What follows belongs to an exercise in optimizing a design on an open flow for small area; a production flow would make more cautious choices. Function was checked by simulation only, so behaviour that the tests miss may differ from the original. Power is estimated from default activity; no workload was simulated.

== run M ==
==> flow/design.v <==
package sccb_pkg;
  localparam logic       SCCB_ACK    = 1'b0;
  localparam logic       SCCB_NACK   = 1'b1;
  localparam logic [7:0] SCCB_DEF_ID = 8'h42;
  localparam int BIT_CNT_W = 4;
  localparam logic [BIT_CNT_W-1:0] BYTE_BITS = 4'd8;
  typedef logic [3:0] sccb_state_t;
  localparam sccb_state_t ST_IDLE      = 4'd0;
  localparam sccb_state_t ST_ID        = 4'd1;
  localparam sccb_state_t ST_ID_ACK    = 4'd2;
  localparam sccb_state_t ST_SUB       = 4'd3;
  localparam sccb_state_t ST_SUB_ACK   = 4'd4;
  localparam sccb_state_t ST_WDATA     = 4'd5;
  localparam sccb_state_t ST_WDATA_ACK = 4'd6;
  localparam sccb_state_t ST_RDATA     = 4'd7;
  localparam sccb_state_t ST_RDATA_ACK = 4'd8;
  localparam sccb_state_t ST_IGNORE    = 4'd9;
endpackage
module sccb_aoi3 (
  input  logic [2:0] d,
  input  logic [2:0] s,
  output logic       y_n
);
  assign y_n = ~|(d & s);
endmodule
module sccb_responder #(
  parameter logic [7:0] DEV_ID   = sccb_pkg::SCCB_DEF_ID,
  parameter int         FILT_LEN = 3
) (
  input  logic       CLK,
  input  logic       RST,
  input  logic       scl_i,
  input  logic       sda_i,
  input  logic [7:0] rd_addr,
  output logic       sda_oe,
  output logic       busy,
  output logic       wr_valid,
  output logic [7:0] wr_addr,
  output logic [7:0] wr_data,
  output logic [7:0] rd_data
);
  logic scl_lvl, scl_rise, scl_fall;
  logic sda_lvl, sda_rise, sda_fall;
  logic [1:0] pad;
  logic [1:0] f_s0, f_s1;
  logic [1:0] f_hist [FILT_LEN-1];
  logic [1:0] f_lvl, f_rise, f_fall;
  logic [1:0] f_chg;
  assign pad = {sda_i, scl_i};
  always_comb begin
    for (int i = 0; i < 2; i++) begin
      f_chg[i] = (f_s1[i] != f_lvl[i]);
      for (int k = 0; k < FILT_LEN - 1; k++)
        if (f_hist[k][i] != f_s1[i]) f_chg[i] = 1'b0;
    end
  end
  always_ff @(posedge CLK) begin
    f_s0 <= pad;
    f_s1 <= f_s0;
    f_hist[0] <= f_s1;
    for (int k = 1; k < FILT_LEN - 1; k++) f_hist[k] <= f_hist[k-1];
  end
  always_ff @(posedge CLK) begin
    if (RST) begin
      f_lvl  <= f_s1;
      f_rise <= '0;
      f_fall <= '0;
    end else begin
      f_lvl  <= f_lvl ^ f_chg;
      f_rise <= f_chg & f_s1;
      f_fall <= f_chg & ~f_s1;
    end
  end
  assign scl_lvl  = f_lvl[0];
  assign scl_rise = f_rise[0];
  assign scl_fall = f_fall[0];
  assign sda_lvl  = f_lvl[1];
  assign sda_rise = f_rise[1];
  assign sda_fall = f_fall[1];
  logic scl_edge, start, stop;
  assign scl_edge = scl_rise | scl_fall;
  assign start = sda_fall & scl_lvl & ~scl_edge;
  assign stop  = sda_rise & scl_lvl & ~scl_edge;
  sccb_pkg::sccb_state_t          state;
  logic [sccb_pkg::BIT_CNT_W-1:0] bitcnt;
  logic [7:0]           shreg;
  logic [7:0]           ptr;
  logic                 sda_oe_q;
  logic                 busy_q;
  logic                 wr_valid_q;
  logic [7:0]           wr_addr_q;
  logic [7:0]           wr_data_q;
  logic [7:0]           rd_data_q;
  logic                 rd_mode;
  logic                 mack;
  logic [7:0]           rf_rd;
  localparam int NPORT = 5;
  localparam int PSTEP = 52;
  logic [2047:0] ring;
  logic [7:0] off;
  logic       sweeping;
  logic [7:0] byte_in;
  logic       commit;
  logic       pend;
  logic [NPORT-1:0] fhit;
  logic       fany;
  logic [7:0] ftap;
  logic [7:0] wval;
  logic       wany;
  logic [7:0] fa;
  logic [7:0] fpos;
  logic [7:0] shadow;
  logic [7:0] hpos;
  logic [7:0] hraw;
  assign byte_in = {shreg[6:0], sda_lvl};
  assign commit  = ~RST & ~sweeping & scl_rise
                 & (state == sccb_pkg::ST_WDATA) & (bitcnt == 4'd7);
  assign fa   = (state == sccb_pkg::ST_RDATA) ? ptr + 8'd1 : ptr;
  assign fpos = fa + off;
  always_comb
    for (int k = 0; k < NPORT; k++) fhit[k] = (fpos == 8'(k * PSTEP));
  assign fany = |fhit;
  assign wany = sweeping | (pend & fany);
  assign wval = sweeping ? 8'h00 : wr_data_q;
  always_ff @(posedge CLK) begin
    ring <= {ring[2039:0], ring[2047:2040]};
    for (int k = 0; k < NPORT; k++)
      if (wany && (sweeping || fhit[k]))
        ring[k*PSTEP*8 +: 8] <= wval;
  end
  always_ff @(posedge CLK) begin
    if (RST)
      pend <= 1'b0;
    else if (commit)
      pend <= 1'b1;
    else if (fany)
      pend <= 1'b0;
  end
  always_ff @(posedge CLK) begin
    if (RST) begin
      sweeping <= 1'b1;
      off      <= '0;
    end else begin
      off <= off + 8'd1;
      if (off == 8'hFF) sweeping <= 1'b0;
    end
  end
  always_comb begin
    ftap = '0;
    for (int k = 0; k < NPORT; k++)
      if (fhit[k]) ftap = ftap | ring[k*PSTEP*8 +: 8];
  end
  always_ff @(posedge CLK) begin
    if (RST || sweeping)
      shadow <= '0;
    else if (fany)
      shadow <= ftap;
  end
  assign rf_rd = (ptr == wr_addr_q) ? wr_data_q : shadow;
  localparam int NGRP = 255 / 3;
  logic [15:0]  hsel_lo, hsel_hi;
  logic [255:0] hsel;
  assign hpos = rd_addr + off;
  always_comb begin
    for (int i = 0; i < 16; i++) begin
      hsel_lo[i] = (hpos[3:0] == 4'(i));
      hsel_hi[i] = (hpos[7:4] == 4'(i));
    end
    for (int i = 0; i < 256; i++) hsel[i] = hsel_hi[i / 16] & hsel_lo[i % 16];
  end
  for (genvar b = 0; b < 8; b++) begin : g_hbit
    logic [255:0]  col;
    logic [NGRP:0] grp_n;
    for (genvar i = 0; i < 256; i++) begin : g_col
      assign col[i] = ring[i*8 + b];
    end
    for (genvar g = 0; g < NGRP; g++) begin : g_grp
      sccb_aoi3 u_aoi (.d(col[3*g +: 3]), .s(hsel[3*g +: 3]), .y_n(grp_n[g]));
    end
    assign grp_n[NGRP] = ~(col[255] & hsel[255]);
    assign hraw[b] = ~&grp_n;
  end
  always_ff @(posedge CLK) begin
    if (RST || sweeping)
      rd_data_q <= '0;
    else if (commit && rd_addr == ptr)
      rd_data_q <= byte_in;
    else if (rd_addr == wr_addr_q)
      rd_data_q <= wr_data_q;
    else
      rd_data_q <= hraw;
  end
  always_ff @(posedge CLK) begin
    wr_valid_q <= 1'b0;
    if (RST) begin
      state     <= sccb_pkg::ST_IDLE;
      bitcnt    <= '0;
      shreg     <= '0;
      ptr       <= '0;
      sda_oe_q  <= 1'b0;
      busy_q    <= 1'b0;
      wr_addr_q <= '0;
      wr_data_q <= '0;
      rd_mode   <= 1'b0;
      mack      <= sccb_pkg::SCCB_NACK;
    end else if (start) begin
      state    <= sccb_pkg::ST_ID;
      bitcnt   <= '0;
      sda_oe_q <= 1'b0;
      busy_q   <= 1'b1;
    end else if (stop) begin
      state    <= sccb_pkg::ST_IDLE;
      sda_oe_q <= 1'b0;
      busy_q   <= 1'b0;
    end else begin
      case (state)
        sccb_pkg::ST_ID, sccb_pkg::ST_SUB, sccb_pkg::ST_WDATA: begin
          if (scl_rise) begin
            shreg  <= byte_in;
            bitcnt <= bitcnt + 4'd1;
          end
          if (commit) begin
            wr_valid_q <= 1'b1;
            wr_addr_q  <= ptr;
            wr_data_q  <= byte_in;
            ptr        <= ptr + 8'd1;
          end
          if (scl_fall && bitcnt == sccb_pkg::BYTE_BITS) begin
            bitcnt   <= '0;
            sda_oe_q <= ~sccb_pkg::SCCB_ACK;
            if (state == sccb_pkg::ST_SUB) begin
              ptr   <= shreg;
              state <= sccb_pkg::ST_SUB_ACK;
            end else if (state == sccb_pkg::ST_WDATA) begin
              state <= sccb_pkg::ST_WDATA_ACK;
            end else if (shreg == DEV_ID) begin
              state <= sccb_pkg::ST_ID_ACK;
              rd_mode <= 1'b0;
            end else if (shreg == (DEV_ID | 8'h01)) begin
              state   <= sccb_pkg::ST_ID_ACK;
              rd_mode <= 1'b1;
            end else begin
              state    <= sccb_pkg::ST_IGNORE;
              sda_oe_q <= ~sccb_pkg::SCCB_NACK;
            end
          end
        end
        sccb_pkg::ST_ID_ACK: begin
          if (scl_fall) begin
            bitcnt   <= '0;
            sda_oe_q <= 1'b0;
            if (rd_mode) begin
              state    <= sccb_pkg::ST_RDATA;
              shreg    <= rf_rd;
              sda_oe_q <= ~rf_rd[7];
            end else begin
              state <= sccb_pkg::ST_SUB;
            end
          end
        end
        sccb_pkg::ST_SUB_ACK, sccb_pkg::ST_WDATA_ACK: begin
          if (scl_fall) begin
            bitcnt   <= '0;
            sda_oe_q <= 1'b0;
            state    <= sccb_pkg::ST_WDATA;
          end
        end
        sccb_pkg::ST_RDATA: begin
          if (scl_rise) bitcnt <= bitcnt + 4'd1;
          if (scl_fall) begin
            if (bitcnt == sccb_pkg::BYTE_BITS) begin
              bitcnt   <= '0;
              sda_oe_q <= 1'b0;
              ptr      <= ptr + 8'd1;
              state    <= sccb_pkg::ST_RDATA_ACK;
            end else begin
              sda_oe_q <= ~shreg[6];
              shreg    <= {shreg[6:0], 1'b0};
            end
          end
        end
        sccb_pkg::ST_RDATA_ACK: begin
          if (scl_rise) mack <= sda_lvl;
          if (scl_fall) begin
            if (mack == sccb_pkg::SCCB_ACK) begin
              state    <= sccb_pkg::ST_RDATA;
              bitcnt   <= '0;
              shreg    <= rf_rd;
              sda_oe_q <= ~rf_rd[7];
            end else begin
              state <= sccb_pkg::ST_IGNORE;
            end
          end
        end
        default: ;
      endcase
    end
  end
  assign sda_oe   = sda_oe_q & ~RST;
  assign busy     = busy_q;
  assign wr_valid = wr_valid_q;
  assign wr_addr  = wr_addr_q;
  assign wr_data  = wr_data_q;
  assign rd_data  = rd_data_q;
endmodule
clock: 10.0 ns
lec_check: 0
cap_margin: 40
core_margin: 2
core_utilization: 72
cts_buf_list: sky130_fd_sc_hd__clkbuf_8
cts_cluster_diameter: 50
cts_cluster_size: 20
place_density: 0.8
slew_margin: 30
synth_hierarchical: 1
synth_minimum_keep_size: 0
standard.sh (not shown) runs the stock make flow with config.mk's settings and CLKGATE_MAP_FILE= SYNTH_SCRIPT=/design/flow/synth_recipe.tcl, a recipe that flattens the netlist after the stock synthesis.
==> flow/flow/run.sh <==
#!/bin/bash
# The standard layout with two changes: the port buffers are made from the
# smallest buffer cell instead of the one buffer_ports picks by itself, and
# clock tree synthesis inserts no dummy loads. Each tool's output goes to
# ORFS's own logs under orfs/logs; make's output goes to make_finish.log here.
set -euo pipefail
bash standard.sh finish \
  "BUFFER_PORTS_ARGS=-buffer_cell sky130_fd_sc_hd__buf_1" \
  "CTS_ARGS=-sink_clustering_enable -repair_clock_nets -sink_clustering_size 20 -sink_clustering_max_diameter 50 -buf_list sky130_fd_sc_hd__clkbuf_8 -dont_use_dummy_load" \
  > make_finish.log 2>&1
--- input diff run M..run A ---
- CORE_UTILIZATION now 65, was 72
- SLEW_MARGIN now 10, was 30
- PLACE_DENSITY now 0.75, was 0.8
- CAP_MARGIN now 10, was 40
Results
- Run A went all the way through synthesis, placement and routing and the layout is clean on timing, DRC and antenna.
- Run M → run A: buffer and inverter count on the worst path held, async set-or-reset flop fraction in the synthesized netlist held, final layout net count went down 1.1%, first-iteration DRC count went up 107.
- Run A against run M: tightest hold margin went down 19 ps, placement-stage cell area held, total power of the final layout held, count of non-CTS buffers in the layout went down about 40%.

-- port drivers added, routing unchanged --
The flow's constraints put no driver on any port. The routed layouts listed below were extracted and timed again, unchanged, in two steps.
Step 1 sets driving cells, clkbuf_16 on the clock port and buf_2 on the other inputs (assumed; they add their load-dependent delay and slew).
Step 2 also shifts input and output timing later by t, the mid clock arrival at the registers, as if the neighbouring blocks saw the same clock.
Three values: no drivers, after step 1, after step 2; two values: the first two.
| run | t (ns) | slack for setup (ns) | hold slack, ns | worst setup path after step 2 | pins driven straight from the clock port |
|---|---|---|---|---|---|
| run M | 0.864 | 2.231 / 2.279 / 1.415 | 0.305 / 0.305 / 0.305 | input to register | 1 |
| run A | 0.905 | 1.629 / 1.679 / 0.773 | 0.286 / 0.286 / 0.286 | input to register | 1 |
After both steps setup and hold are still met in every run listed. The setup slack of run A, which loses most, moves by +0.050 ns with the drivers and by -0.856 ns with both steps.
